What follows belongs to an exercise in optimizing a design on an open flow for small area, a short achievable clock period and few clock cycles; a production flow would make more cautious choices. Where RTL was checked, it was by simulation tests only, not by an equivalence proof against the original. No functional check of the RTL was part of runs 4 to 7.

### flow/config.mk
export PLATFORM = sky130hd
export DESIGN_NAME = euclid_top
export DESIGN_NICKNAME = euclid_top
export VERILOG_FILES = /design/flow/design.v
export SDC_FILE = /design/flow/constraint.sdc
export NUM_CORES = 4
export LEC_CHECK = 0
export CAP_MARGIN = 20
export CORE_MARGIN = 2
export CORE_UTILIZATION = 65
export CTS_BUF_LIST = sky130_fd_sc_hd__clkbuf_8
export PLACE_DENSITY = 0.8
export SETUP_SLACK_MARGIN = 1.6
export SLEW_MARGIN = 20
### flow/constraint.sdc
create_clock -name core_clock -period 5.5 [get_ports {cr_intf}]
set_input_delay 1.1000 -clock core_clock [delete_from_list [all_inputs] [get_ports {cr_intf}]]
set_output_delay 1.1000 -clock core_clock [all_outputs]
set_load 0.01 [all_outputs]
### flow/design.v
`default_nettype none
package euclid_pkg;
  localparam int X_W = 8;
  localparam int Y_W = 8;
endpackage
`default_nettype wire
`timescale 1ns/1ps
`default_nettype none
module euclid_top
(
  input  wire logic        cr_intf,
  input  wire logic        rst_n,
  input  wire logic        job_start,
  input  wire logic        job_shape,       
  input  wire logic [7:0]  job_p0_x,
  input  wire logic [7:0]  job_p0_y,
  input  wire logic [7:0]  job_p1_x,
  input  wire logic [7:0]  job_p1_y,
  input  wire logic [7:0]  job_p2_x,
  input  wire logic [7:0]  job_p2_y,
  input  wire logic [15:0] job_color,
  input  wire logic [2:0]  job_bzdepth,
  input  wire logic        pxl_ready,
  output logic             busy,
  output logic             job_done,
  output logic             pxl_valid,
  output logic [7:0]       pxl_x,
  output logic [7:0]       pxl_y,
  output logic [15:0]      pxl_color
);
  assign pxl_color = job_color;
  logic start_c;
  assign start_c = job_start & ~busy;
  logic [1:0] lp_c;
  always_comb
  begin
    case (job_bzdepth)
      3'd0, 3'd1: lp_c = 2'd0;
      3'd2:       lp_c = 2'd1;
      default:    lp_c = 2'd2;
    endcase
  end
  logic       g_act;
  logic [1:0] g_lvl;         
  logic       g_st;          
  logic [1:0] g_j;           
  logic [1:0] g_e;           
  logic [7:0] ta_x, ta_y, tb_x, tb_y, tc_x, tc_y;
  function automatic logic [7:0] mid(input logic [7:0] a, input logic [7:0] b);
    logic [8:0] s;
    logic       cy;
    cy = 1'b0;
    for (int i = 0; i < 8; i++)
    begin
      s[i] = a[i] ^ b[i] ^ cy;
      cy   = (a[i] & b[i]) | (cy & (a[i] ^ b[i]));
    end
    s[8] = cy;
    mid  = s[8:1];
  endfunction
  function automatic logic [7:0] step1(input logic [7:0] x, input logic up);
    logic t;
    t = 1'b1;
    for (int i = 0; i < 8; i++)
    begin
      step1[i] = x[i] ^ t;
      t        = t & (x[i] ^ ~up);
    end
  endfunction
  logic [7:0] mab_x, mab_y, mbc_x, mbc_y;
  assign mab_x = mid(ta_x, tb_x);
  assign mab_y = mid(ta_y, tb_y);
  assign mbc_x = mid(tb_x, tc_x);
  assign mbc_y = mid(tb_y, tc_y);
  logic       g_emit;        
  logic       g_jlast;
  logic       g_last;
  logic       g_dir;
  logic [7:0] g_ep_x, g_ep_y;
  logic       g_take;
  assign g_emit  = g_act & (g_lvl == lp_c);
  assign g_jlast = (lp_c == 2'd0) | ((lp_c == 2'd1) & g_j[0]) | (g_j == 2'd3);
  assign g_last  = (g_e == 2'd3) & g_jlast;
  assign g_dir   = ((lp_c == 2'd2) & (g_lvl == 2'd0)) ? g_j[1] : g_j[0];
  always_comb
  begin
    case (g_e)
      2'd0, 2'd1: begin g_ep_x = mab_x; g_ep_y = mab_y; end
      2'd2:       begin g_ep_x = tb_x;  g_ep_y = tb_y;  end
      default:    begin g_ep_x = tc_x;  g_ep_y = tc_y;  end
    endcase
  end
  logic       ne_v, ne_last;
  logic [7:0] ne_x, ne_y;
  logic       ne_take;
  assign g_take = g_emit & (~ne_v | ne_take);
  logic [7:0] ps_x, ps_y;    
  logic [7:0] en_x, en_y;    
  logic [7:0] dx, dy;
  logic       sx, sy;
  logic signed [9:0] err;
  logic       cur_last;
  assign pxl_x = ps_x;
  assign pxl_y = ps_y;
  logic at_end, accept, line_free;    
  logic [7:0] xm, ym;
  logic       eq_x, eq_y;
  assign xm   = step1(ps_x, sx);
  assign ym   = step1(ps_y, sy);
  assign eq_x = step_x ? (xm == en_x) : (ps_x == en_x);
  assign eq_y = step_y ? (ym == en_y) : (ps_y == en_y);
  assign accept    = pxl_valid & pxl_ready;
  assign job_done  = accept & at_end & cur_last;
  assign line_free = ~pxl_valid | (accept & at_end & ~cur_last);
  assign ne_take   = busy & line_free & ne_v;
  logic [8:0] ddx_a, ddx_b, ddy_a, ddy_b;
  logic [7:0] ndx, ndy;
  logic       nsx, nsy;
  assign ddx_a = {1'b0, ne_x} - {1'b0, en_x};
  assign ddx_b = {1'b0, en_x} - {1'b0, ne_x};
  assign ddy_a = {1'b0, ne_y} - {1'b0, en_y};
  assign ddy_b = {1'b0, en_y} - {1'b0, ne_y};
  assign nsx   = ~ddx_a[8];
  assign nsy   = ~ddy_a[8];
  assign ndx   = nsx ? ddx_a[7:0] : ddx_b[7:0];
  assign ndy   = nsy ? ddy_a[7:0] : ddy_b[7:0];
  logic signed [10:0] tx, ty;
  logic step_x, step_y;
  logic signed [9:0] err_x, err_y, err_xy, err_nx;
  assign tx     = {err, 1'b0};                            
  assign ty     = -$signed({3'b000, dy});
  assign step_x = (tx > ty);                              
  assign step_y = (tx < $signed({3'b000, dx}));           
  assign err_x  = err - $signed({2'b00, dy});
  assign err_y  = err + $signed({2'b00, dx});
  assign err_xy = err + $signed({2'b00, dx}) - $signed({2'b00, dy});
  assign err_nx = ({10{step_x &  step_y}} & err_xy) |
                  ({10{step_x & ~step_y}} & err_x) |
                  ({10{~step_x}}          & err_y);
  always_ff @(posedge cr_intf or negedge rst_n)
  begin
    if (!rst_n)
    begin
      busy      <= 1'b0;
      pxl_valid <= 1'b0;
      ne_v      <= 1'b0;
      g_act     <= 1'b0;
    end
    else
    begin
      if (start_c)
      begin
        busy      <= 1'b1;
        pxl_valid <= 1'b0;
        ne_v      <= ~job_shape | (job_bzdepth == 3'd0);
        g_act     <= job_shape;
      end
      else
      begin
        if (job_done)
        begin
          busy      <= 1'b0;
          pxl_valid <= 1'b0;
        end
        else if (busy & line_free)
          pxl_valid <= ne_v;
        if (g_take)
          ne_v <= 1'b1;
        else if (ne_take)
          ne_v <= 1'b0;
        if (g_take & g_last)
          g_act <= 1'b0;
      end
    end
  end
  always_ff @(posedge cr_intf)
  begin
    if (start_c)
    begin
      ps_x     <= job_p0_x;
      ps_y     <= job_p0_y;
      en_x     <= job_p0_x;
      en_y     <= job_p0_y;
      ne_x     <= job_p1_x;
      ne_y     <= job_p1_y;
      ne_last  <= ~job_shape;
      ta_x     <= job_p0_x;
      ta_y     <= job_p0_y;
      tb_x     <= job_p1_x;
      tb_y     <= job_p1_y;
      tc_x     <= job_p2_x;
      tc_y     <= job_p2_y;
      g_lvl    <= 2'd0;
      g_e      <= (job_bzdepth == 3'd0) ? 2'd3 : 2'd0;
      g_st     <= 1'b0;
      g_j      <= 2'd0;
    end
    else
    begin
      if (g_act & ~g_emit)
      begin
        g_st <= ~g_st;
        if (!g_st)
        begin
          if (g_dir)
          begin
            ta_x <= mab_x; ta_y <= mab_y;
            tb_x <= mbc_x; tb_y <= mbc_y;
          end
          else
          begin
            tb_x <= mab_x; tb_y <= mab_y;
            tc_x <= mbc_x; tc_y <= mbc_y;
          end
        end
        else
        begin
          g_lvl <= g_lvl + 2'd1;
          if (g_dir)
          begin
            ta_x <= mab_x; ta_y <= mab_y;
          end
          else
          begin
            tc_x <= mbc_x; tc_y <= mbc_y;
          end
        end
      end
      else if (g_take)
      begin
        g_e <= g_e + 2'd1;
        if (g_e == 2'd0)
        begin
          ta_x <= mab_x; ta_y <= mab_y;
          tb_x <= mbc_x; tb_y <= mbc_y;
        end
        if (g_e == 2'd3)
        begin
          g_j   <= g_j + 2'd1;
          g_lvl <= 2'd0;
          ta_x  <= job_p0_x; ta_y <= job_p0_y;
          tb_x  <= job_p1_x; tb_y <= job_p1_y;
          tc_x  <= job_p2_x; tc_y <= job_p2_y;
        end
      end
      if (g_take)
      begin
        ne_x    <= g_ep_x;
        ne_y    <= g_ep_y;
        ne_last <= g_last;
      end
      if (ne_take)
      begin
        en_x     <= ne_x;
        en_y     <= ne_y;
        dx       <= ndx;
        dy       <= ndy;
        sx       <= nsx;
        sy       <= nsy;
        err      <= $signed({2'b00, ndx}) - $signed({2'b00, ndy});
        cur_last <= ne_last;
        at_end   <= (ne_x == en_x) & (ne_y == en_y);
      end
      else if (accept & ~at_end)
      begin
        err    <= err_nx[9:0];
        at_end <= eq_x & eq_y;
        if (step_x)
          ps_x <= xm;
        if (step_y)
          ps_y <= ym;
      end
    end
  end
endmodule
`default_nettype wire
### flow/flow/run.sh
#!/bin/bash
# Standard layout, with plain buf_2 cells (instead of the default delay-buffer
# cell) for the port buffers. Full make output goes to make.log.
set -euo pipefail
export BUFFER_PORTS_ARGS="-buffer_cell sky130_fd_sc_hd__buf_2"
bash standard.sh > make.log 2>&1
### flow/standard.sh
#!/bin/bash
# synth_recipe.tcl (not shown) runs the flow's synth.tcl, then flattens the netlist and writes it again
# the make line also repeats each setting of config.mk as NAME=value (left out here)
make -C /OpenROAD-flow-scripts/flow DESIGN_CONFIG=/design/flow/config.mk WORK_HOME=/design/flow/orfs CLKGATE_MAP_FILE= SYNTH_SCRIPT=/design/flow/synth_recipe.tcl "${@:-finish}"
==> metrics.md, run 1 <==
| Metric | Value |
|---|---|
| Commonest non-fill, non-tap cells in the layout | 131 x nand2_1, 129 x edfxtp_1, 101 x inv_1, 99 x o21ai_0, 83 x ha_1 |
| Post-synth cell types | 71 |
| Total CTS buffers | 17 |
| Synth Register Bits | 138 |
| Max incr delay on CP | 0.47 ns |
| CTS tree | yes |
| Most common cell after layout, fill and taps aside | nand2_1 |
| Initial antenna violation count | 0 |
| Crit start category | flop |
| Cells after DPL | 1399 |
| Gpl congestion | 0.938 |
| Yosys warns | 1 |
| Row cnt | 47 |
| Max-slew headroom at the worst pin | 0.176 |
| Max-slew violations | 0 |
| Nets | 1412 |
| Buf+Inv Stages, Crit Path | 3 |
| Non-filler cells, final | 1451 |
| Register area share after synthesis | 0.370 |
| Gr ovfl total | 0 |
| Clk sinks | 138 |
| Detailed Route Iter0 Violations | 848 |
| Die span in y | 134 µm |
| Fin crit share | 0.693 |
| RSZ-0062 raised after global routing | no |
| DRT antenna net count | 0 |
| Die Wd | 134 µm |
| Worst Reg2Reg Path Length in Cells | 14 |
| Syn nets | 1345 |
| Max Freq | 0.262 GHz |
| Gate Count Post-Synth | 1151 |
| DIE AREA | 18000 µm² |
| CTS Buffer Depth | 2 |
| Pre-antenna DRT Iters | 5 |
| Min-delay worst type | in2async |
| Status | no timing/DRC/antenna violations |
| EDFF count, synth | 129 |
| CP Cell Sequence | and2_1 > fa_1 > fa_2 > fa_2 > fa_1 > inv_1 > fa_1 > inv_1 > fa_1 > inv_1 > fa_2 > o21ai_2 > mux2i_1 > o21ai_1 |
| Vias | 8981 |
| Initial core utilization | 0.664 |
| Dominant synthesized flop cell | edfxtp_1 |
| Skew-Pair Late Insertion Delay | 0.47 ns |
| Max stage delay cell, worst path | fa_2 |
| Core area | 16600 µm² |
| Most Frequent Cell on Critical Path | fa_1 |
| Crit path required time | 5.81 ns |
| Top-level I/O count | 107 |
| Flop-to-flop setup slack | 1.69 ns |
| Drt wl/cell | 19.6 µm |
| Clk root buf | clkbuf_8 |
| CP arrival | 4.12 ns |
| Post-Syn Area | 11000 µm² |
| Layout cell share with drive strength beyond 1 | 0.180 |
| Final wirelength | 28500 µm |
| Total track usage | 0.313 |
| Worst flop-to-flop path endpoint | ne_y[6]$_DFFE_PP_ |
| Setup CP Type | reg2reg |
| Setup Skew | 0.0177 ns |
| Final setup viols | 0 |
| Vias per std cell | 6.19 |
| Total Negative Setup Slacks | 0 ns |
| Vias in the first global route | 8692 |
| Largest net degree at the start of global routing | 59 |
| Max Cap Viol | 0 |
| Slew @ Worst Pin | 1.24 ns |
| H-tree levels | 4 |
| Fraction of registers with async set or reset after synthesis | 0.0290 |
| Port bufs | 74 |
| Reg2reg start | tb_y[0]$_DFFE_PP_ |
| Fin crit period | 3.81 ns |
| Fin. Hold Viols | 0 |
| Post-DP HPWL | 20900 µm |
| Crit. End Element | flop |
| Syn_area_per_cell | 9.57 µm² |
| Ant diodes | 0 |
| Max Fanout on Critical Path | 3 |
| Crit path max-delay family | adder cells |
| First-pass GRT wire length | 43700 µm |
| Worst setup margin | 1.69 ns |
| Pre-CTS setup slack | 1.32 ns |
| Layout area overhead | 10.6% |
| Reg clk slew, reported paths | 0.09 ns |
| DRC Markers | 0 |
through the flow:
step	util	area, µm²	hold slack [ns]
final	0.734	12200	0.424
after detailed placement	0.690	11400	0.411
after CTS	0.720	11900	0.422
after global routing	0.734	12200	0.419
after global placement	0.690	11400	0.403
after floorplan	-	11000	0.400
flip-flops by register name (all words and copies together), names as in the netlist, 2 cells and up:
name	count
g_lvl	2
ps_x	8
ne_x	8
g_j	2
en_x	8
tc_y	8
dy	8
ta_x	8
tb_x	8
ps_y	8
ta_y	8
g_e	2
tc_x	8
err	10
dx	8
ne_y	8
en_y	8
tb_y	8
per-layer routing:
layer  vias to the layer above  GRT usage  share of wire
met4                         0      0.132          0.036
li1                       4205          -              -
met3                        82     0.0601          0.080
met5                         -          0              0
met2                       423      0.509           0.48
met1                      4271      0.415           0.40
layout make-up:
class                           count  area, µm²
Sequential cell                   138       4070
Inverter                          106        398
Clock buffer                       17        234
Timing Repair Buffer              104        596
Fill cell                        1193       4410
Tap cell                          220        275
Multi-Input combinational cell    851       6400
Clock inverter                     15        196
cells by family after synthesis:
kind of cell / share of synthesized area
buffers and inverters: 0.0643
adders and majority gates: 0.163
xor gates and xnor gates: 0.0644
DFF: 0.370
and+or+nand+nor: 0.132
AOI/OAI and AO/OA: 0.162
muxes: 0.0441
synthesized netlist by cell type, types with 5 or more instances:
cell type  count  area (µm²)
a211oi_1       5        37.5
a21o_1        14         105
a21oi_1       65         325
a22o_1         6        52.6
a22oi_1       20         150
a31oi_1        5        31.3
and2_1        11        68.8
buf_4         18         135
clkbuf_1      31         116
dfxtp_1        5         100
edfxtp_1     129        3870
fa_1          36         721
ha_1          86        1080
inv_1        106         398
mux2_2        27         304
mux2i_1       17         170
nand2_1      133         499
nand2b_1       7        43.8
nand3_1       18        90.1
nand3b_1       5        37.5
nand4_1       11        68.8
nor2_1        61         229
nor2b_1       15        93.8
nor3_1        14        70.1
nor4_1         6        37.5
o211ai_1       8        60.1
o21a_1         8        60.1
o21ai_0      110         551
o22ai_1       10        62.6
o31ai_1        5        37.5
or2_2          6        37.5
or3_1          6        37.5
xnor2_1       53         464
xor2_1        28         245
what timing repair did:
action / 4_1_cts / 5_1_grt
gates resized for setup: 16 / 39
endpoints found under the setup margin: 8 / 23
cloned: 0 / 1
buffers inserted: 3 / 16
hold buffers: 0 / 0
pin swaps: 3 / 14
worst max-delay path by stage:
stage,from,endpoint,cells past startpoint
floorplan,dy[2]$_DFFE_PP_,ps_x[0]$_DFFE_PP_,12
global placement,en_x[0]$_DFFE_PP_,err[9]$_DFFE_PP_,16
detailed placement,en_x[0]$_DFFE_PP_,err[8]$_DFFE_PP_,16
CTS,tb_y[0]$_DFFE_PP_,ne_y[6]$_DFFE_PP_,14
global route,ne_y[2]$_DFFE_PP_,err[9]$_DFFE_PP_,18
finish,tb_y[0]$_DFFE_PP_,ne_y[6]$_DFFE_PP_,14
worst register-to-register path: stages, from the launching register on:
cell	delay, ns
edfxtp_1	0.40
and2_1	0.19
fa_1	0.38
fa_2	0.36
fa_2	0.35
fa_1	0.36
inv_1	0.08
fa_1	0.16
inv_1	0.05
fa_1	0.35
inv_1	0.09
fa_2	0.47
o21ai_2	0.16
mux2i_1	0.09
o21ai_1	0.18
Testbench counts, summed over its fixed seeds: cycles 68,592.
==> run 2, diff against run 1 <==
==> flow/config.mk (replaced) <==
export PLATFORM = sky130hd
export DESIGN_NAME = euclid_top
export DESIGN_NICKNAME = euclid_top
export VERILOG_FILES = /design/flow/design.v
export SDC_FILE = /design/flow/constraint.sdc
export NUM_CORES = 4
export LEC_CHECK = 0
export CAP_MARGIN = 5
export CORE_MARGIN = 2
export CORE_UTILIZATION = 40
export CTS_BUF_LIST = sky130_fd_sc_hd__clkbuf_8
export SETUP_SLACK_MARGIN = 1.6
export SLEW_MARGIN = 5
==> run 2 against run 1 <==
Against the previous run: non-clock buffer count decreased by 6; setup slack got worse by 0.011 ns; largest cell class unchanged.
==> metrics.md, run 2 <==
| Metric | Value |
|---|---|
| Status | no timing/DRC/antenna violations |
| Max Fanout on Critical Path | 4 |
| Crit path required time | 5.79 ns |
| Max incr delay on CP | 0.53 ns |
| Crit start category | flop |
| Die Wd | 170 µm |
| Commonest non-fill, non-tap cells in the layout | 132 x nand2_1, 129 x edfxtp_1, 101 x inv_1, 100 x o21ai_0, 86 x ha_1 |
| Port bufs | 74 |
| Pre-antenna DRT Iters | 5 |
| Gate Count Post-Synth | 1151 |
| Synth Register Bits | 138 |
| Met3 Wirelength | 1400 µm |
| Met1 WL | 13000 µm |
| Syn nets | 1345 |
| Clk root buf | clkbuf_8 |
| CTS Hold Buffers Added | 0 |
| Fin crit share | 0.695 |
| CP arrival | 4.11 ns |
| CP Cell Sequence | inv_2 > nand4_1 > or4_4 > xnor2_1 > ha_1 > and3_4 > nand3_1 > o31a_1 > o211ai_1 > o2111ai_2 > a22o_1 > or4_4 > o31ai_4 |
| Pre-CTS setup slack | 1.33 ns |
| Post-synth top cells | 133 x nand2_1, 129 x edfxtp_1, 110 x o21ai_0 |
| Register area share after synthesis | 0.370 |
| Top-level I/O count | 107 |
| Ant diodes | 0 |
| DRC Markers | 0 |
| Fin crit period | 3.82 ns |
| Fin. Hold Viols | 0 |
| First-pass GRT wire length | 45000 µm |
| DIE AREA | 28900 µm² |
| Max Freq | 0.262 GHz |
| DRT antenna net count | 0 |
| Vias in the first global route | 8489 |
| RSZ-0062 raised after global routing | yes |
| Max-slew violations | 0 |
| H-tree levels | 4 |
| Reg clk slew, reported paths | 0.08 ns |
| Leading area contributor after synthesis | edfxtp_1 |
| Post-DP HPWL | 21900 µm |
| Total CTS buffers | 17 |
| Total track usage | 0.199 |
| Final wirelength | 28200 µm |
| Yosys warns | 1 |
| Row cnt | 60 |
| Synth top area cells | edfxtp_1 35%, ha_1 9.8%, fa_1 6.5% |
| Post-synth top area share | 0.352 |
| Initial antenna violation count | 0 |
| Fraction of registers with async set or reset after synthesis | 0.0290 |
| Largest net degree at the start of global routing | 95 |
| Min-delay worst type | reg2reg |
| Vias per std cell | 5.48 |
| Most Frequent Cell on Critical Path | or4_4 |
| Most common cell after layout, fill and taps aside | nand2_1 |
| Gr ovfl total | 0 |
| Fin util | 0.449 |
| Final setup viols | 0 |
| Layout cell share with drive strength beyond 1 | 0.165 |
| Dominant synthesized flop cell | edfxtp_1 |
| Setup CP Type | reg2reg |
| Max layer used | met4 |
| Drt wl/cell | 18.0 µm |
| Largest register FFs | 10 |
| Max-slew headroom at the worst pin | 0.244 |
| CTS tree | yes |
| Nets | 1405 |
| Worst setup margin | 1.68 ns |
| Post-Syn Area | 11000 µm² |
| CTS Buffer Depth | 2 |
| Syn_area_per_cell | 9.57 µm² |
| Crit. End Element | flop |
| Max Cap Viol | 0 |
| Hold slack final | 0.426 ns |
| Gpl congestion | 0.914 |
| Layout area overhead | 10.1% |
| Biggest register | err |
| Clk sinks | 138 |
| Skew-Pair Late Insertion Delay | 0.45 ns |
| Setup Skew | 0.0105 ns |
| EDFF count, synth | 129 |
| Max stage delay cell, worst path | or4_4 |
| Initial core utilization | 0.407 |
| Post-synth cell types | 71 |
| Slew @ Worst Pin | 1.13 ns |
| Met2 Routed Length | 13000 µm |
| Most common cell in the netlist | nand2_1 |
| Core area | 27000 µm² |
| Detailed Route Iter0 Violations | 687 |
| Vias | 8567 |
| Die span in y | 170 µm |
| Total Negative Setup Slacks | 0 ns |
[run 2: cell counts after synthesis]
Identical to the previous run, type by type.
[run 2: repair_timing]
action / 4_1_cts / 5_1_grt
setup endpoints to repair: 20 / 24
setup buffers: 2 / 10
resized for setup: 16 / 31
pin swaps: 1 / 13
[run 2: area by class of cell]
cell class                      instances  area (µm²)
Fill cell                            2656       14900
Clock buffer                           17         234
Timing Repair Buffer                   98         551
Clock inverter                         14        85.1
Multi-Input combinational cell        850        6360
Tap cell                              341         427
Inverter                              106         398
Sequential cell                       138        4070
[run 2: metal layers]
metal  vias to the layer above  GRT usage
met5                         -          0
met4                         0     0.0743
met3                        47     0.0330
met2                       262      0.320
met1                      4071      0.272
li1                       4187          -
[run 2: critical path, delay by kind of cell (launching register included)]
kind,cells,cell delay (ns)
simple gates,5,1.48
compound gates,5,1.19
xor+xnor,1,0.14
buf+inv,1,0.10
flops,1,0.43
fa+ha+maj,1,0.31
[run 2: final timing paths]
kind / cells after the start / start / to / slack, ns
min: 0 / ne_last$_DFFE_PP_ / cur_last$_DFFE_PP_ / 0.43
max reg2reg: 13 / dy[3]$_DFFE_PP_ / at_end$_DFFE_PP_ / 1.68
max: 13 / dy[3]$_DFFE_PP_ / at_end$_DFFE_PP_ / 1.68
max in group asynchronous: 1 / rst_n / g_act$_DFFE_PN0P_ / 4.94
min in group asynchronous: 1 / rst_n / busy$_DFFE_PN0P_ / 0.44
min reg2reg: 0 / ne_last$_DFFE_PP_ / cur_last$_DFFE_PP_ / 0.43
[run 2: kinds of logic (layout without fill, tap and decap cells)]
family,count (synthesis),in the layout,share of synthesized area
compound gates,291,291,0.162
flops,138,138,0.370
fa+ha+maj,122,122,0.163
xor+xnor,81,81,0.0644
buf+inv,163,235,0.0643
simple gates,311,311,0.132
mux,45,45,0.0441
[run 2: stage by stage]
| stage | instance area [µm²] | cells |
|---|---|---|
| global placement | 11600 | 1521 |
| finish | 12100 | 1564 |
| CTS | 12000 | 1554 |
| detailed placement | 11600 | 1521 |
| floorplan | 11000 | 1151 |
| global route | 12100 | 1564 |
==> run 3, diff against run 2 <==
==> flow/flow/run.sh (replaced) <==
#!/bin/bash
# Standard layout, with plain buf_2 cells (instead of the default delay-buffer
# cell) for the port buffers, and no dummy clock loads in CTS. Full make
# output goes to make.log.
set -euo pipefail
export BUFFER_PORTS_ARGS="-buffer_cell sky130_fd_sc_hd__buf_2"
export CTS_ARGS="-sink_clustering_enable -repair_clock_nets -buf_list sky130_fd_sc_hd__clkbuf_8 -dont_use_dummy_load"
bash standard.sh > make.log 2>&1
--- a/flow/config.mk
+++ b/flow/config.mk
@@ -5,9 +5,9 @@
 export SDC_FILE = /design/flow/constraint.sdc
 export NUM_CORES = 4
 export LEC_CHECK = 0
-export CAP_MARGIN = 5
+export CAP_MARGIN = 20
 export CORE_MARGIN = 2
 export CORE_UTILIZATION = 40
 export CTS_BUF_LIST = sky130_fd_sc_hd__clkbuf_8
 export SETUP_SLACK_MARGIN = 1.6
-export SLEW_MARGIN = 5
+export SLEW_MARGIN = 20
==> run 3 against run 2 <==
Against the previous run: hold slack better by 0.010 ns; die area stayed put; non-clock buffer count is 1 lower; global-route usage shrank 0.12 points; sequential cell count unchanged; setup slack worse by 0.016 ns; synthesized cell count unchanged; clock skew rose by 0.015 ns; via count fell by 0.34%; critical endpoint unchanged; highest routed layer unchanged.
==> metrics.md, run 3 <==
| Metric | Value |
|---|---|
| Design Area, Final | 12000 µm² |
| CTS Buffer Depth | 2 |
| Fin. Hold Viols | 0 |
| Slew @ Worst Pin | 1.13 ns |
| Max Freq | 0.260 GHz |
| Reg clk slew, reported paths | 0.07 ns |
| CTS Hold Buffers Added | 0 |
| Post-synth top area share | 0.352 |
| H-tree levels | 4 |
| Synth top area cells | edfxtp_1 35%, ha_1 9.8%, fa_1 6.5% |
| Placed Area | 11600 µm² |
| DRT antenna net count | 0 |
| Setup Skew | 0.0254 ns |
| Clk root buf | clkbuf_8 |
| Syn nets | 1345 |
| Reg2reg start | dy[4]$_DFFE_PP_ |
| Initial core utilization | 0.407 |
| Gr ovfl total | 0 |
| Nets | 1404 |
| Pre-antenna DRT Iters | 5 |
| Commonest non-fill, non-tap cells in the layout | 132 x nand2_1, 129 x edfxtp_1, 100 x inv_1, 100 x o21ai_0, 86 x ha_1 |
| Clk sinks | 138 |
| Largest net degree at the start of global routing | 95 |
| Most Frequent Cell on Critical Path | or4_4 |
| Detailed Route Iter0 Violations | 631 |
| Yosys warns | 1 |
| Post-DP HPWL | 21900 µm |
| Fin util | 0.446 |
| Most common cell in the netlist | nand2_1 |
| Vias in the first global route | 8422 |
| Footprint of the multi-input gates | 6370 µm² |
| Initial antenna violation count | 0 |
| Die Wd | 170 µm |
| Fin crit share | 0.698 |
| Final setup viols | 0 |
| Most common cell after layout, fill and taps aside | nand2_1 |
| Max stage delay cell, worst path | or4_4 |
| Crit path required time | 5.78 ns |
| Area occupied by registers | 4070 µm² |
| Ant diodes | 0 |
| Row cnt | 60 |
| Final wirelength | 28100 µm |
| Min-delay worst type | in2async |
| Largest register FFs | 10 |
| Port bufs | 74 |
| Status | no timing/DRC/antenna violations |
| Vias per std cell | 5.51 |
| Worst flop-to-flop path endpoint | at_end$_DFFE_PP_ |
| Vias | 8538 |
| Total CTS buffers | 17 |
| Post-synth cell types | 71 |
| Flop-to-flop setup slack | 1.66 ns |
| Top-level I/O count | 107 |
| Pre-CTS setup slack | 1.33 ns |
| Skew-Pair Late Insertion Delay | 0.46 ns |
| Max Cap Viol | 0 |
| CP Cell Sequence | inv_2 > nand4_1 > or4_4 > xnor2_1 > ha_1 > and3_4 > nand3_1 > o31a_1 > o211ai_1 > o2111ai_2 > a22o_1 > or4_4 > o31ai_4 |
| Fill count | 2664 |
| Leading area contributor after synthesis | edfxtp_1 |
| Worst setup margin | 1.66 ns |
| First-pass GRT wire length | 44700 µm |
| Total Negative Setup Slacks | 0 ns |
| Register area share after synthesis | 0.370 |
| Die span in y | 170 µm |
| Setup CP Type | reg2reg |
| Worst Reg2Reg Path Length in Cells | 13 |
| Syn_area_per_cell | 9.57 µm² |
| Max Fanout on Critical Path | 3 |
| Gate Count Post-Synth | 1151 |
| Drt wl/cell | 18.2 µm |
| Max-slew violations | 0 |
| Core area | 27000 µm² |
| Layout cell share with drive strength beyond 1 | 0.159 |
| Crit start category | flop |
| Crit path max-delay family | simple AND/OR/NAND/NOR gates |
| DRC Markers | 0 |
| DIE AREA | 28900 µm² |
| Total track usage | 0.198 |
| Crit. End Element | flop |
| EDFF count, synth | 129 |
| Biggest register | err |
| Max incr delay on CP | 0.53 ns |
| Max-slew headroom at the worst pin | 0.244 |
| Post-Syn Area | 11000 µm² |
| Synth Register Bits | 138 |
| Fraction of registers with async set or reset after synthesis | 0.0290 |
| Buf+Inv Stages, Crit Path | 1 |
| CTS tree | yes |
| Dominant synthesized flop cell | edfxtp_1 |
| Fin crit period | 3.84 ns |
| Post-synth top cells | 133 x nand2_1, 129 x edfxtp_1, 110 x o21ai_0 |
| CP arrival | 4.12 ns |
| Layout area overhead | 9.34% |
| Gpl congestion | 0.914 |
| RSZ-0062 raised after global routing | yes |
-- run 3: cells by family (layout without fill, tap and decap cells) --
family / count (synthesis) / after routing / synth area share
buf+inv: 163 / 220 / 0.0643
fa+ha+maj: 122 / 122 / 0.163
flops: 138 / 138 / 0.370
simple gates: 311 / 311 / 0.132
mux: 45 / 45 / 0.0441
compound gates: 291 / 291 / 0.162
xor+xnor: 81 / 81 / 0.0644
-- run 3: cell type report --
type	instances	area share
sequential	138	0.338
timing repair buffer	97	0.0451
tap	341	0.0354
multi-input combinational	850	0.529
inverter	106	0.0330
clock buffer	17	0.0194
-- run 3: worst max-delay path by stage --
stage / slack, ns / to / cells past startpoint / startpoint
after floorplan: 1.83 / ps_x[0]$_DFFE_PP_ / 12 / dy[2]$_DFFE_PP_
after global placement: 1.41 / err[9]$_DFFE_PP_ / 16 / en_x[0]$_DFFE_PP_
after detailed placement: 1.33 / err[9]$_DFFE_PP_ / 16 / en_x[0]$_DFFE_PP_
after CTS: 1.60 / err[9]$_DFFE_PP_ / 18 / en_y[0]$_DFFE_PP_
after global routing: 1.55 / err[9]$_DFFE_PP_ / 15 / en_y[2]$_DFFE_PP_
final: 1.66 / at_end$_DFFE_PP_ / 13 / dy[4]$_DFFE_PP_
-- run 3: stage by stage --
step / std cells / hold slack, ns
after detailed placement: 1521 / 0.427
after CTS: 1540 / 0.422
after global placement: 1521 / 0.404
after floorplan: 1151 / 0.400
after global routing: 1549 / 0.428
final: 1549 / 0.437
-- run 3: worst register-to-register path, cell delays in order (launching register included) --
cell and delay [ns]:
edfxtp_1 0.45, inv_2 0.09, nand4_1 0.17, or4_4 0.46, xnor2_1 0.14, ha_1 0.31, and3_4 0.20, nand3_1 0.12
o31a_1 0.28, o211ai_1 0.31, o2111ai_2 0.20, a22o_1 0.24, or4_4 0.53, o31ai_4 0.17
-- run 3: metal layers --
| layer | vias up | part of all wire | global-route usage |
|---|---|---|---|
| met5 | - | 0 | 0 |
| met4 | 0 | 0.027 | 0.0713 |
| met3 | 53 | 0.049 | 0.0328 |
| met2 | 260 | 0.46 | 0.319 |
| met1 | 4059 | 0.46 | 0.271 |
| li1 | 4166 | - | - |
-- run 3: timing repair --
item | CTS | global route
resized for setup | 16 | 32
setup endpoints to repair | 20 | 24
pin swaps | 1 | 14
buffers inserted | 2 | 9
==> run 4, diff against run 3 <==
--- a/flow/design.v
+++ b/flow/design.v
@@ -43,6 +43,7 @@
   logic       g_act;
   logic [1:0] g_lvl;         
   logic       g_st;          
+  logic       g_xf;          
   logic [1:0] g_j;           
   logic [1:0] g_e;           
   logic [7:0] ta_x, ta_y, tb_x, tb_y, tc_x, tc_y;
@@ -78,7 +79,10 @@
   logic       g_dir;
   logic [7:0] g_ep_x, g_ep_y;
   logic       g_take;
-  assign g_emit  = g_act & (g_lvl == lp_c);
+  logic g_at, g_early;
+  assign g_at    = g_act & (g_lvl == lp_c);
+  assign g_early = g_act & g_st & ~g_dir & (g_lvl + 2'd1 == lp_c) & (g_e == 2'd0);
+  assign g_emit  = (g_at & ~g_xf) | g_early;
   assign g_jlast = (lp_c == 2'd0) | ((lp_c == 2'd1) & g_j[0]) | (g_j == 2'd3);
   assign g_last  = (g_e == 2'd3) & g_jlast;
   assign g_dir   = ((lp_c == 2'd2) & (g_lvl == 2'd0)) ? g_j[1] : g_j[0];
@@ -193,12 +197,18 @@
       g_lvl    <= 2'd0;
       g_e      <= (job_bzdepth == 3'd0) ? 2'd3 : 2'd0;
       g_st     <= 1'b0;
+      g_xf     <= 1'b0;
       g_j      <= 2'd0;
     end
     else
     begin
-      if (g_act & ~g_emit)
-      begin
+      if (g_act & ~g_at)
+      begin
+        if (g_take)
+        begin
+          g_e  <= 2'd1;
+          g_xf <= 1'b1;
+        end
         g_st <= ~g_st;
         if (!g_st)
         begin
@@ -225,6 +235,12 @@
             tc_x <= mbc_x; tc_y <= mbc_y;
           end
         end
+      end
+      else if (g_xf)
+      begin
+        g_xf <= 1'b0;
+        ta_x <= mab_x; ta_y <= mab_y;
+        tb_x <= mbc_x; tb_y <= mbc_y;
       end
       else if (g_take)
       begin
==> flow/flow/run.sh (replaced) <==
#!/bin/bash
# Standard layout, with plain buf_2 cells (instead of the default delay-buffer
# cell) for the port buffers. Full make output goes to make.log.
set -euo pipefail
export BUFFER_PORTS_ARGS="-buffer_cell sky130_fd_sc_hd__buf_2"
bash standard.sh > make.log 2>&1
==> run 4 against run 3 <==
Against the previous run: routed wire length is 3.5% higher; via count rose by 1.1%; global-route usage grew 0.50 points; count of clock-buffer cells in the layout is the same; hold slack better by 0.0038 ns; utilization rose by 1.6 points; still clean on timing, DRC and antenna; critical path depth up 5; sequential cell count up 1.
==> metrics.md, run 4 <==
| Metric | Value |
|---|---|
| Status | no timing/DRC/antenna violations |
| Pre-antenna DRT Iters | 6 |
| Largest register FFs | 10 |
| Crit start category | flop |
| Synth top area cells | edfxtp_1 35%, ha_1 9.7%, fa_1 6.5% |
| Biggest register | err |
| Gpl congestion | 0.871 |
| Layout cell share with drive strength beyond 1 | 0.174 |
| Ant diodes | 0 |
| Fin. Hold Viols | 0 |
| Vias per std cell | 5.40 |
| Commonest non-fill, non-tap cells in the layout | 129 x edfxtp_1, 111 x nand2_1, 110 x inv_1, 95 x o21ai_0, 81 x ha_1 |
| Top-level I/O count | 107 |
| Synth Register Bits | 139 |
| Syn_area_per_cell | 9.64 µm² |
| Port bufs | 74 |
| CTS Hold Buffers Added | 0 |
| EDFF count, synth | 129 |
| Fraction of registers with async set or reset after synthesis | 0.0288 |
| Design Area, Final | 12500 µm² |
| Largest net degree at the start of global routing | 61 |
| Final setup viols | 0 |
| H-tree levels | 4 |
| Initial core utilization | 0.409 |
| Drt wl/cell | 18.2 µm |
| Initial antenna violation count | 0 |
| Skew-Pair Late Insertion Delay | 0.45 ns |
| Setup Skew | 0.0188 ns |
| Setup CP Type | reg2reg |
| Post-DP HPWL | 22000 µm |
| Vias in the first global route | 8559 |
| Post-synth cell types | 71 |
| Reg clk slew, reported paths | 0.09 ns |
| Vias | 8632 |
| Row cnt | 60 |
| DRC Markers | 0 |
| Flop-to-flop setup slack | 1.71 ns |
| Hold slack final | 0.440 ns |
| Core area | 27100 µm² |
| Yosys warns | 1 |
| Nets | 1407 |
| Layout area overhead | 12.7% |
| Post-Syn Area | 11100 µm² |
| CTS Buffer Depth | 2 |
| RSZ-0062 raised after global routing | yes |
| Max Freq | 0.264 GHz |
| Register area share after synthesis | 0.369 |
| Most common cell in the netlist | edfxtp_1 |
| Fill count | 2631 |
| Total CTS buffers | 17 |
| Crit. End Element | flop |
| Fin crit share | 0.689 |
| Clk root buf | clkbuf_8 |
| Max-slew violations | 0 |
| Max-slew headroom at the worst pin | 0.396 |
| Post-synth top area share | 0.349 |
| Max Fanout on Critical Path | 5 |
| DIE AREA | 29100 µm² |
| Max Cap Viol | 0 |
| Crit path required time | 5.67 ns |
| DRT antenna net count | 0 |
| Placed Area | 11700 µm² |
| Total track usage | 0.203 |
| Min-delay worst type | in2async |
| Slew @ Worst Pin | 0.903 ns |
| Fin crit period | 3.79 ns |
| CP arrival | 3.96 ns |
| Dominant synthesized flop cell | edfxtp_1 |
| Gr ovfl total | 0 |
| First-pass GRT wire length | 46100 µm |
| Total Negative Setup Slacks | 0 ns |
| Gate Count Post-Synth | 1151 |
| Die span in y | 171 µm |
| Clk sinks | 139 |
| Leading area contributor after synthesis | edfxtp_1 |
| Die Wd | 171 µm |
| Final wirelength | 29100 µm |
| CTS tree | yes |
| Detailed Route Iter0 Violations | 557 |
| Most common cell after layout, fill and taps aside | edfxtp_1 |
| Syn nets | 1345 |
| Post-synth top cells | 129 x edfxtp_1, 111 x nand2_1, 108 x inv_1 |
-- run 4: cell types whose count changed after synthesis, sizes merged, moves of 5 or more --
cell / previous run / this run
nand3: 18 / 24
nor2: 61 / 67
a221o: 1 / 10
a21o: 14 / 9
nand2: 133 / 111
mux2i: 17 / 26
nor3: 15 / 30
a22oi: 20 / 12
o21ai: 114 / 106
-- run 4: cells by family (layout without fill, tap and decap cells) --
logic type,count (synthesis),after routing,share of synthesized area
fa+ha+maj,122,122,0.162
xor+xnor,83,83,0.0655
compound gates,278,278,0.156
buf+inv,169,244,0.0651
simple gates,308,308,0.131
flops,139,139,0.369
mux,52,52,0.0512
-- run 4: worst paths after layout --
path,from,endpoint,cells past startpoint
max in group asynchronous,rst_n,pxl_valid$_DFFE_PN0P_,1
worst min register to register,ne_last$_DFFE_PP_,cur_last$_DFFE_PP_,0
min in group core_clock,ne_last$_DFFE_PP_,cur_last$_DFFE_PP_,0
worst max-delay path,en_y[0]$_DFFE_PP_,err[9]$_DFFE_PP_,18
worst max register to register,en_y[0]$_DFFE_PP_,err[9]$_DFFE_PP_,18
worst min-delay path,rst_n,g_act$_DFFE_PN0P_,1
-- run 4: stage by stage --
stage           util  cells  setup slack, ns
2_1_floorplan      -   1151             1.69
3_3_place_gp   0.433   1552             1.08
3_5_place_dp   0.433   1552            0.941
4_1_cts        0.453   1587             1.47
5_1_grt        0.461   1598             1.51
6_report       0.461   1598             1.71
-- run 4: final cells by class --
cell class | instances | area, µm² | share of cell area
Multi-Input combinational cell | 843 | 6480 | 0.518
Sequential cell | 139 | 4090 | 0.328
Timing Repair Buffer | 104 | 599 | 0.0480
Tap cell | 372 | 465 | 0.0372
Inverter | 108 | 405 | 0.0324
Clock buffer | 17 | 234 | 0.0187
Clock inverter | 15 | 223 | 0.0178
-- run 4: repair_timing --
item | CTS | global route
pin swaps | 2 | 14
setup buffers | 3 | 11
gates resized for setup | 18 | 37
setup endpoints to repair | 9 | 15
-- run 4: layer usage --
metal,vias up,track usage,wire length (µm)
met5,-,0,0
met4,0,0.0505,393
met3,22,0.0289,1230
met2,210,0.340,13900
met1,4193,0.278,13600
li1,4207,-,-
-- run 4: critical path, cell delays in order (launching register included) --
cell	delay (ns)
edfxtp_1	0.46
ha_2	0.22
fa_2	0.35
nor2b_1	0.15
o21ai_2	0.09
a21oi_2	0.22
nor2_4	0.10
mux2i_2	0.21
a21boi_2	0.21
xnor2_1	0.14
inv_1	0.11
ha_4	0.29
o21ai_0	0.10
a21boi_1	0.20
o21ai_1	0.10
nand2b_1	0.13
a31oi_2	0.12
a41oi_1	0.16
o311ai_0	0.14
==> run 5, diff against run 4 <==
--- a/flow/config.mk
+++ b/flow/config.mk
@@ -9,5 +9,5 @@
 export CORE_MARGIN = 2
 export CORE_UTILIZATION = 40
 export CTS_BUF_LIST = sky130_fd_sc_hd__clkbuf_8
-export SETUP_SLACK_MARGIN = 1.6
+export SETUP_SLACK_MARGIN = 1.5
 export SLEW_MARGIN = 20
==> run 5 against run 4 <==
Against the previous run: still clean on timing, DRC and antenna; register-to-register slack worse by 0.06 ns; fmax decreased by 1.5%; synthesized cell count unchanged; die area did not move; non-clock buffer count decreased by 5; hold slack worse by 0.00062 ns; global-route usage about the same; largest cell class unchanged.
==> metrics.md, run 5 <==
| Metric | Value |
|---|---|
| Status | no timing/DRC/antenna violations |
| DRT antenna net count | 0 |
| Max Fanout on Critical Path | 5 |
| Gr ovfl total | 0 |
| Vias | 8578 |
| Max-slew violations | 0 |
| EDFF count, synth | 129 |
| Pre-antenna DRT Iters | 5 |
| Syn_area_per_cell | 9.64 µm² |
| Clk root buf | clkbuf_8 |
| Fraction of registers with async set or reset after synthesis | 0.0288 |
| Nets | 1402 |
| Total track usage | 0.203 |
| Row cnt | 60 |
| Layout area overhead | 11.8% |
| Crit start category | flop |
| Setup CP Type | reg2reg |
| Initial core utilization | 0.409 |
| Most common cell in the netlist | edfxtp_1 |
| Core area | 27100 µm² |
| Min-delay worst type | in2async |
| Syn nets | 1345 |
| First-pass GRT wire length | 45900 µm |
| Reg clk slew, reported paths | 0.09 ns |
| CTS Hold Buffers Added | 0 |
| Max Cap Viol | 0 |
| Synth top area cells | edfxtp_1 35%, ha_1 9.7%, fa_1 6.5% |
| Max-slew headroom at the worst pin | 0.403 |
| Crit path required time | 5.67 ns |
| CP Cell Sequence | ha_2 > fa_1 > nor2b_1 > o21ai_2 > a21oi_2 > nor2_4 > mux2i_2 > a21boi_2 > xnor2_1 > inv_1 > ha_1 > o21ai_0 > a21boi_1 > o21ai_1 > nand2b_1 > a31oi_1 > a41oi_1 > o311ai_0 |
| Total Negative Setup Slacks | 0 ns |
| Gate Count Post-Synth | 1151 |
| Die span in y | 171 µm |
| Setup Skew | 0.0198 ns |
| Synth Register Bits | 139 |
| Max Freq | 0.260 GHz |
| Post-synth top area share | 0.349 |
| Detailed Route Iter0 Violations | 553 |
| Ant diodes | 0 |
| Biggest register | err |
| Vias per std cell | 5.38 |
| Non-filler cells, final | 1593 |
| Layout cell share with drive strength beyond 1 | 0.161 |
| Gpl congestion | 0.871 |
| CTS Buffer Depth | 2 |
| Leading area contributor after synthesis | edfxtp_1 |
| Skew-Pair Late Insertion Delay | 0.45 ns |
| Initial antenna violation count | 0 |
| Most common cell after layout, fill and taps aside | edfxtp_1 |
| Largest net degree at the start of global routing | 61 |
| CP arrival | 4.02 ns |
| Post-synth top cells | 129 x edfxtp_1, 111 x nand2_1, 108 x inv_1 |
| Drt wl/cell | 18.1 µm |
| Total CTS buffers | 17 |
| Register area share after synthesis | 0.369 |
| Max stage delay cell, worst path | edfxtp_1 |
| DIE AREA | 29100 µm² |
| Final wirelength | 28800 µm |
| Dominant synthesized flop cell | edfxtp_1 |
| DRC Markers | 0 |
| CTS tree | yes |
| Fin. Hold Viols | 0 |
| Commonest non-fill, non-tap cells in the layout | 129 x edfxtp_1, 111 x nand2_1, 109 x inv_1, 96 x o21ai_0, 84 x ha_1 |
| Cells after DPL | 1552 |
| Die Wd | 171 µm |
| Vias in the first global route | 8535 |
| Fin crit share | 0.700 |
| Max incr delay on CP | 0.45 ns |
| Post-Syn Area | 11100 µm² |
| Crit. End Element | flop |
| Final setup viols | 0 |
| Post-synth cell types | 71 |
| Post-DP HPWL | 22000 µm |
| Crit path max-delay family | compound AO/OA/AOI/OAI gates |
| Largest register FFs | 10 |
| Buf+Inv Stages, Crit Path | 1 |
| Slew @ Worst Pin | 0.894 ns |
| H-tree levels | 4 |
| Fin crit period | 3.85 ns |
| Yosys warns | 1 |
| RSZ-0062 raised after global routing | yes |
| Port bufs | 74 |
| Flop-to-flop setup slack | 1.65 ns |
| Clk sinks | 139 |
| Top-level I/O count | 107 |
[run 5: cell counts after synthesis]
Identical to the previous run, type by type.
[run 5: final timing paths]
check / to / start / depth (start not counted)
worst max-delay path: err[9]$_DFFE_PP_ / en_y[0]$_DFFE_PP_ / 18
worst min-delay path: g_act$_DFFE_PN0P_ / rst_n / 1
worst max register to register: err[9]$_DFFE_PP_ / en_y[0]$_DFFE_PP_ / 18
worst min register to register: cur_last$_DFFE_PP_ / ne_last$_DFFE_PP_ / 0
max in group asynchronous: pxl_valid$_DFFE_PN0P_ / rst_n / 1
min in group core_clock: cur_last$_DFFE_PP_ / ne_last$_DFFE_PP_ / 0
[run 5: repair_timing]
| item | 4_1_cts | 5_1_grt |
|---|---|---|
| buffers inserted | 1 | 8 |
| gates resized for setup | 11 | 31 |
| setup endpoints to repair | 8 | 8 |
| pin swaps | 0 | 10 |
[run 5: final cells by class]
class / count / area [µm²]
sequential: 139 / 4090
timing repair buffer: 99 / 558
clock inverter: 15 / 223
fill: 2637 / 14700
clock buffer: 17 / 234
inverter: 108 / 405
multi-input combinational: 843 / 6420
tap: 372 / 465
[run 5: through the flow]
step	setup WS, ns	instance area [µm²]	util	hold slack, ns
finish	1.65	12400	0.457	0.440
detailed placement	0.941	11700	0.433	0.419
global placement	1.08	11700	0.433	0.410
CTS	1.41	12200	0.452	0.419
floorplan	1.69	11100	-	0.400
global route	1.45	12400	0.457	0.426
[run 5: cell families after synthesis]
| family | count (synthesis) | share of synthesized area |
|---|---|---|
| multiplexers | 52 | 0.0512 |
| AO/OA/AOI/OAI | 278 | 0.156 |
| XOR/XNOR | 83 | 0.0655 |
| flip-flops | 139 | 0.369 |
| buffers and inverters | 169 | 0.0651 |
| AND/OR/NAND/NOR | 308 | 0.131 |
| adder cells (fa/ha/maj) | 122 | 0.162 |
[run 5: metal layers]
metal | wire length, µm | track usage
met2 | 13700 | 0.339
met5 | 0 | 0
met1 | 13600 | 0.278
met3 | 1160 | 0.0289
met4 | 402 | 0.0505
==> run 6, diff against run 5 <==
--- a/flow/config.mk
+++ b/flow/config.mk
@@ -9,5 +9,5 @@
 export CORE_MARGIN = 2
 export CORE_UTILIZATION = 40
 export CTS_BUF_LIST = sky130_fd_sc_hd__clkbuf_8
-export SETUP_SLACK_MARGIN = 1.5
+export SETUP_SLACK_MARGIN = 1.7
 export SLEW_MARGIN = 20
==> run 6 against run 5 <==
Against the previous run: still clean on timing, DRC and antenna; global-route usage up 0.14 points; non-clock buffer count increased by 6; hold slack got worse by 0.0041 ns.
==> metrics.md, run 6 <==
| Metric | Value |
|---|---|
| Biggest register | err |
| Post-Syn Area | 11100 µm² |
| Stages on worst setup path | 14 |
| Worst setup margin | 1.70 ns |
| Max Fanout on Critical Path | 3 |
| Slew @ Worst Pin | 1.05 ns |
| Post-synth cell types | 71 |
| Top-level I/O count | 107 |
| Crit path required time | 5.79 ns |
| Core area | 27100 µm² |
| DRT antenna net count | 0 |
| Crit path max-delay family | adder cells |
| Design Area, Final | 12600 µm² |
| Fin crit period | 3.80 ns |
| Nets | 1408 |
| Fraction of registers with async set or reset after synthesis | 0.0288 |
| Syn_area_per_cell | 9.64 µm² |
| Skew-Pair Late Insertion Delay | 0.46 ns |
| CP Cell Sequence | and2_4 > fa_2 > fa_2 > fa_2 > fa_2 > inv_2 > fa_2 > inv_2 > fa_2 > inv_2 > fa_1 > o21ai_1 > mux2i_1 > o21ai_2 |
| Total track usage | 0.204 |
| Max-slew violations | 0 |
| Fin. Hold Viols | 0 |
| Gate Count Post-Synth | 1151 |
| Commonest non-fill, non-tap cells in the layout | 129 x edfxtp_1, 111 x nand2_1, 105 x inv_1, 92 x o21ai_0, 81 x ha_1 |
| Vias in the first global route | 8654 |
| Synth top area cells | edfxtp_1 35%, ha_1 9.7%, fa_1 6.5% |
| Row cnt | 60 |
| CTS Buffer Depth | 2 |
| Largest register FFs | 10 |
| Ant diodes | 0 |
| Register area share after synthesis | 0.369 |
| DIE AREA | 29100 µm² |
| CP arrival | 4.08 ns |
| Gr ovfl total | 0 |
| Clk root buf | clkbuf_8 |
| Initial antenna violation count | 0 |
| Final wirelength | 28900 µm |
| Worst Reg2Reg Path Length in Cells | 14 |
| EDFF count, synth | 129 |
| Layout cell share with drive strength beyond 1 | 0.198 |
| Port bufs | 74 |
| CTS Hold Buffers Added | 0 |
| Setup CP Type | reg2reg |
| Total CTS buffers | 17 |
| Most common cell after layout, fill and taps aside | edfxtp_1 |
| Max Cap Viol | 0 |
| CTS tree | yes |
| Drt wl/cell | 18.1 µm |
| Initial core utilization | 0.409 |
| RSZ-0062 raised after global routing | yes |
| Placed Area | 11800 µm² |
| Post-synth top cells | 129 x edfxtp_1, 111 x nand2_1, 108 x inv_1 |
| Die span in y | 171 µm |
| First-pass GRT wire length | 46300 µm |
| Crit start category | flop |
| Dominant synthesized flop cell | edfxtp_1 |
| Post-synth top area share | 0.349 |
| DRC Markers | 0 |
| Yosys warns | 1 |
| Setup Skew | 0.0144 ns |
| Synth Register Bits | 139 |
| Max stage delay cell, worst path | fa_1 |
| Max incr delay on CP | 0.43 ns |
| Fin crit share | 0.690 |
| H-tree levels | 4 |
| Pre-antenna DRT Iters | 5 |
| Min-delay worst type | in2async |
| Largest net degree at the start of global routing | 64 |
| Vias | 8664 |
| Most common cell in the netlist | edfxtp_1 |
| Status | no timing/DRC/antenna violations |
| Max Freq | 0.263 GHz |
| Max-slew headroom at the worst pin | 0.303 |
| Fin util | 0.465 |
| Most Frequent Cell on Critical Path | fa_2 |
| Leading area contributor after synthesis | edfxtp_1 |
| Final setup viols | 0 |
| Reg clk slew, reported paths | 0.09 ns |
| Post-DP HPWL | 22000 µm |
| Gpl congestion | 0.898 |
| Die Wd | 171 µm |
| Syn nets | 1345 |
| Clk sinks | 139 |
| Layout area overhead | 13.6% |
| Pre-CTS setup slack | 0.912 ns |
| Detailed Route Iter0 Violations | 625 |
| Total Negative Setup Slacks | 0 ns |
| Vias per std cell | 5.43 |
| Buf+Inv Stages, Crit Path | 3 |
| Crit. End Element | flop |
-- run 6: worst paths after layout --
check / startpoint / end / slack (ns)
worst max-delay path: tb_x[0]$_DFFE_PP_ / ne_x[6]$_DFFE_PP_ / 1.70
worst min-delay path: rst_n / g_act$_DFFE_PN0P_ / 0.44
worst max register to register: tb_x[0]$_DFFE_PP_ / ne_x[6]$_DFFE_PP_ / 1.70
worst min register to register: ne_last$_DFFE_PP_ / cur_last$_DFFE_PP_ / 0.44
max in group asynchronous: rst_n / pxl_valid$_DFFE_PN0P_ / 4.94
min in group core_clock: ne_last$_DFFE_PP_ / cur_last$_DFFE_PP_ / 0.44
-- run 6: worst reg2reg max path, delay by kind of cell (launching register included) --
kind	cells	cell delay [ns]
adders and majority gates	7	2.49
DFF	1	0.40
AOI/OAI and AO/OA	2	0.34
and+or+nand+nor	1	0.16
buffers and inverters	3	0.16
muxes	1	0.09
-- run 6: final cells by class --
class,count,area (µm²)
tap,372,465
clock inverter,13,203
sequential,139,4090
clock buffer,17,234
inverter,108,405
fill,2590,14500
timing repair buffer,105,619
multi-input combinational,843,6570
-- run 6: cells by family (layout without fill, tap and decap cells) --
family / count (synthesis) / in the layout / share of synthesized area
AOI/OAI and AO/OA: 278 / 278 / 0.156
buffers and inverters: 169 / 243 / 0.0651
adders and majority gates: 122 / 122 / 0.162
xor gates and xnor gates: 83 / 83 / 0.0655
DFF: 139 / 139 / 0.369
muxes: 52 / 52 / 0.0512
and+or+nand+nor: 308 / 308 / 0.131
-- run 6: layer usage --
metal	global-route usage	up-vias	wire, µm
li1	-	4191	-
met5	0	-	0
met3	0.0319	23	1470
met4	0.0494	0	351
met2	0.340	226	13900
met1	0.279	4224	13100
-- run 6: stage by stage --
step | cells | hold slack (ns)
detailed placement | 1552 | 0.420
finish | 1597 | 0.436
global placement | 1552 | 0.405
global route | 1597 | 0.408
CTS | 1588 | 0.409
floorplan | 1151 | 0.400
-- run 6: timing repair --
action                                 in CTS  in global routing
pin swaps                                   8                 23
cloned                                      0                  0
setup endpoints to repair                  11                 19
endpoints found under the hold margin       0                  0
gates resized for setup                    27                 61
setup buffers                               6                  9
==> run 7, diff against run 6 <==
--- a/flow/design.v
+++ b/flow/design.v
@@ -43,7 +43,6 @@
   logic       g_act;
   logic [1:0] g_lvl;         
   logic       g_st;          
-  logic       g_xf;          
   logic [1:0] g_j;           
   logic [1:0] g_e;           
   logic [7:0] ta_x, ta_y, tb_x, tb_y, tc_x, tc_y;
@@ -79,10 +78,7 @@
   logic       g_dir;
   logic [7:0] g_ep_x, g_ep_y;
   logic       g_take;
-  logic g_at, g_early;
-  assign g_at    = g_act & (g_lvl == lp_c);
-  assign g_early = g_act & g_st & ~g_dir & (g_lvl + 2'd1 == lp_c) & (g_e == 2'd0);
-  assign g_emit  = (g_at & ~g_xf) | g_early;
+  assign g_emit  = g_act & (g_lvl == lp_c);
   assign g_jlast = (lp_c == 2'd0) | ((lp_c == 2'd1) & g_j[0]) | (g_j == 2'd3);
   assign g_last  = (g_e == 2'd3) & g_jlast;
   assign g_dir   = ((lp_c == 2'd2) & (g_lvl == 2'd0)) ? g_j[1] : g_j[0];
@@ -103,16 +99,16 @@
   logic [7:0] dx, dy;
   logic       sx, sy;
   logic signed [9:0] err;
+  logic       xmaj;          
   logic       cur_last;
   assign pxl_x = ps_x;
   assign pxl_y = ps_y;
   logic at_end, accept, line_free;    
   logic [7:0] xm, ym;
-  logic       eq_x, eq_y;
+  logic       end_nx;
   assign xm   = step1(ps_x, sx);
   assign ym   = step1(ps_y, sy);
-  assign eq_x = step_x ? (xm == en_x) : (ps_x == en_x);
-  assign eq_y = step_y ? (ym == en_y) : (ps_y == en_y);
+  assign end_nx = xmaj ? (xm == en_x) : (ym == en_y);
   assign accept    = pxl_valid & pxl_ready;
   assign job_done  = accept & at_end & cur_last;
   assign line_free = ~pxl_valid | (accept & at_end & ~cur_last);
@@ -128,6 +124,8 @@
   assign nsy   = ~ddy_a[8];
   assign ndx   = nsx ? ddx_a[7:0] : ddx_b[7:0];
   assign ndy   = nsy ? ddy_a[7:0] : ddy_b[7:0];
+  logic signed [9:0] err0;
+  assign err0 = $signed({2'b00, ndx}) - $signed({2'b00, ndy});
   logic signed [10:0] tx, ty;
   logic step_x, step_y;
   logic signed [9:0] err_x, err_y, err_xy, err_nx;
@@ -197,18 +195,12 @@
       g_lvl    <= 2'd0;
       g_e      <= (job_bzdepth == 3'd0) ? 2'd3 : 2'd0;
       g_st     <= 1'b0;
-      g_xf     <= 1'b0;
       g_j      <= 2'd0;
     end
     else
     begin
-      if (g_act & ~g_at)
-      begin
-        if (g_take)
-        begin
-          g_e  <= 2'd1;
-          g_xf <= 1'b1;
-        end
+      if (g_act & ~g_emit)
+      begin
         g_st <= ~g_st;
         if (!g_st)
         begin
@@ -235,12 +227,6 @@
             tc_x <= mbc_x; tc_y <= mbc_y;
           end
         end
-      end
-      else if (g_xf)
-      begin
-        g_xf <= 1'b0;
-        ta_x <= mab_x; ta_y <= mab_y;
-        tb_x <= mbc_x; tb_y <= mbc_y;
       end
       else if (g_take)
       begin
@@ -273,14 +259,15 @@
         dy       <= ndy;
         sx       <= nsx;
         sy       <= nsy;
-        err      <= $signed({2'b00, ndx}) - $signed({2'b00, ndy});
+        err      <= err0;
+        xmaj     <= ~err0[9];
         cur_last <= ne_last;
         at_end   <= (ne_x == en_x) & (ne_y == en_y);
       end
       else if (accept & ~at_end)
       begin
         err    <= err_nx[9:0];
-        at_end <= eq_x & eq_y;
+        at_end <= end_nx;
         if (step_x)
           ps_x <= xm;
         if (step_y)
==> run 7 against run 6 <==
Against the previous run: highest routed layer unchanged; critical path depth did not move; still clean on timing, DRC and antenna; sequential share of layout area rose by 0.30 points; hold slack got worse by 0.0069 ns; non-clock buffer count fell by 8; via count fell by 0.51%; die area rose by 0.15%; synthesized cell count fell by 0.35%; largest cell class unchanged; utilization fell by 1.1 points; register-to-register slack improved by 0.06 ns.
==> metrics.md, run 7 <==
| Metric | Value |
|---|---|
| Status | no timing/DRC/antenna violations |
| Initial core utilization | 0.403 |
| EDFF count, synth | 130 |
| Max stage delay cell, worst path | fa_1 |
| Top-level I/O count | 107 |
| Initial antenna violation count | 0 |
| Vias in the first global route | 8631 |
| Register area share after synthesis | 0.369 |
| Worst Reg2Reg Path Length in Cells | 14 |
| Design Area, Final | 12500 µm² |
| Crit. End Element | flop |
| Nets | 1399 |
| Reg2reg start | tb_y[0]$_DFFE_PP_ |
| Gpl congestion | 0.883 |
| DRC Markers | 0 |
| Max Cap Viol | 0 |
| Post-DP HPWL | 21800 µm |
| Final setup viols | 0 |
| Post-Syn Area | 11100 µm² |
| Max Fanout on Critical Path | 3 |
| Syn nets | 1341 |
| Cells after DPL | 1553 |
| Largest net degree at the start of global routing | 35 |
| DRT antenna net count | 0 |
| Synth Register Bits | 139 |
| Max incr delay on CP | 0.45 ns |
| Ant diodes | 0 |
| Fin crit period | 3.74 ns |
| Gate Count Post-Synth | 1147 |
| Fraction of registers with async set or reset after synthesis | 0.0288 |
| Placed Area | 11800 µm² |
| Layout cell share with drive strength beyond 1 | 0.179 |
| Flop-to-flop setup slack | 1.76 ns |
| Leading area contributor after synthesis | edfxtp_1 |
| Reg clk slew, reported paths | 0.09 ns |
| Setup Skew | 0.0146 ns |
| Commonest non-fill, non-tap cells in the layout | 130 x edfxtp_1, 106 x inv_1, 102 x o21ai_0, 102 x nand2_1 |
| Port bufs | 74 |
| First-pass GRT wire length | 45400 µm |
| Yosys warns | 1 |
| Die Wd | 171 µm |
| Core area | 27600 µm² |
| Drt wl/cell | 17.8 µm |
| Post-synth top area share | 0.351 |
| Post-synth cell types | 74 |
| Die span in y | 171 µm |
| CTS tree | yes |
| Total track usage | 0.199 |
| Crit start category | flop |
| Slew @ Worst Pin | 1.17 ns |
| Syn_area_per_cell | 9.68 µm² |
| CP startpoint | tb_y[0]$_DFFE_PP_ |
| Final wirelength | 28400 µm |
| Vias | 8620 |
| Row cnt | 61 |
| Total CTS buffers | 17 |
| Max-slew violations | 0 |
| Setup CP Type | reg2reg |
| Dominant synthesized flop cell | edfxtp_1 |
| CP Cell Sequence | and2_4 > fa_1 > fa_2 > fa_2 > fa_1 > inv_1 > fa_1 > inv_1 > fa_1 > inv_1 > fa_1 > o21ai_1 > mux2i_1 > o21ai_1 |
| Most common cell in the netlist | edfxtp_1 |
| RSZ-0062 raised after global routing | yes |
| Max Freq | 0.268 GHz |
| Detailed Route Iter0 Violations | 514 |
| Post-synth top cells | 130 x edfxtp_1, 111 x inv_1, 111 x o21ai_0 |
| Worst flop-to-flop path endpoint | ne_y[6]$_DFFE_PP_ |
| Fin crit share | 0.679 |
| Biggest register | err |
| Crit path required time | 5.81 ns |
| CTS Hold Buffers Added | 0 |
| Pre-antenna DRT Iters | 5 |
| Non-filler cells, final | 1596 |
| Synth top area cells | edfxtp_1 35%, ha_1 9.7%, fa_1 6.5% |
| H-tree levels | 4 |
| CTS Buffer Depth | 2 |
| Fin util | 0.454 |
| Min-delay worst type | in2async |
| Largest register FFs | 10 |
| DIE AREA | 29100 µm² |
| Vias per std cell | 5.40 |
| Layout area overhead | 12.6% |
| Most common cell after layout, fill and taps aside | edfxtp_1 |
| Fin. Hold Viols | 0 |
| Total Negative Setup Slacks | 0 ns |
| Skew-Pair Late Insertion Delay | 0.46 ns |
| Most Frequent Cell on Critical Path | fa_1 |
| Clk sinks | 139 |
| Clk root buf | clkbuf_8 |
| Max-slew headroom at the worst pin | 0.218 |
| CP arrival | 4.05 ns |
| Gr ovfl total | 0 |
## run 7: per-stage QoR
stage | setup slack (ns) | hold WS, ns
6_report | 1.76 | 0.429
5_1_grt | 1.59 | 0.409
4_1_cts | 1.70 | 0.406
3_5_place_dp | 1.47 | 0.424
3_3_place_gp | 1.59 | 0.412
2_1_floorplan | 1.88 | 0.400
## run 7: how the worst max path moves through the flow
stage                        end  slack, ns  cells past startpoint
6_report       ne_y[6]$_DFFE_PP_       1.76                     14
5_1_grt         err[9]$_DFFE_PP_       1.59                     16
4_1_cts         err[9]$_DFFE_PP_       1.70                     17
3_5_place_dp    err[7]$_DFFE_PP_       1.47                     14
3_3_place_gp    err[7]$_DFFE_PP_       1.59                     14
2_1_floorplan  ne_x[6]$_DFFE_PP_       1.88                     14
## run 7: cells by family (layout without fill, tap and decap cells)
kind of cell               count (synthesis)  after routing  share of synthesized area
xor gates and xnor gates                  70             70                     0.0552
buffers and inverters                    170            241                     0.0648
AOI/OAI and AO/OA                        317            317                      0.183
DFF                                      139            139                      0.369
and+or+nand+nor                          286            286                      0.124
muxes                                     43             43                     0.0415
adders and majority gates                122            122                      0.162
## run 7: critical path, delay by kind of cell, from the launching register on
| family | cells | cell delay (ns) |
|---|---|---|
| buf+inv | 3 | 0.20 |
| flops | 1 | 0.43 |
| fa+ha+maj | 7 | 2.40 |
| mux | 1 | 0.08 |
| compound gates | 2 | 0.28 |
| simple gates | 1 | 0.18 |
## run 7: timing repair
action | CTS | global route
setup endpoints to repair | 8 | 17
pin swaps | 4 | 23
resized for setup | 15 | 51
gates cloned | 0 | 0
buffers inserted | 2 | 9
## run 7: area by class of cell
class | instances | area, µm²
clock buffer | 17 | 234
clock inverter | 15 | 188
fill | 2598 | 15000
inverter | 112 | 420
multi-input combinational | 838 | 6550
sequential | 139 | 4100
tap | 378 | 473
timing repair buffer | 97 | 543
## run 7: per-layer routing
layer  track usage  wire length, µm
met1         0.262            12700
met2         0.332            13600
met3        0.0370             1430
met4        0.0639              639
met5             0                0

[separate check: timing with driven ports]
Ports are ideal in the flow. The routed layouts listed here were re-timed in OpenROAD.
Step 1 sets driving cells, clkbuf_16 on the clock port and buf_2 on the other inputs (assumed; they add their load-dependent delay and slew).
Step 2 also shifts input and output timing later by t, the mid clock arrival at the registers, as if the neighbouring blocks saw the same clock.
Slacks: ideal ports / drivers / drivers and shift; pairs: ideal ports / drivers.
run	t, ns	setup WS [ns]	clock arrival spread, ns
run 1	0.507	1.688 / 1.688 / 1.491	0.018 / 0.018
run 2	0.487	1.677 / 1.677 / 1.535	0.011 / 0.011
run 3	0.487	1.661 / 1.661 / 1.520	0.026 / 0.025
run 4	0.486	1.709 / 1.709 / 1.583	0.022 / 0.023
run 5	0.486	1.650 / 1.650 / 1.579	0.020 / 0.020
run 6	0.483	1.703 / 1.703 / 1.445	0.017 / 0.017
run 7	0.496	1.763 / 1.763 / 1.763	0.015 / 0.016
After both steps every run listed still meets setup and hold. For run 6, which loses most, drivers alone change the setup slack by 0.000 ns; drivers and shift together by -0.258 ns.
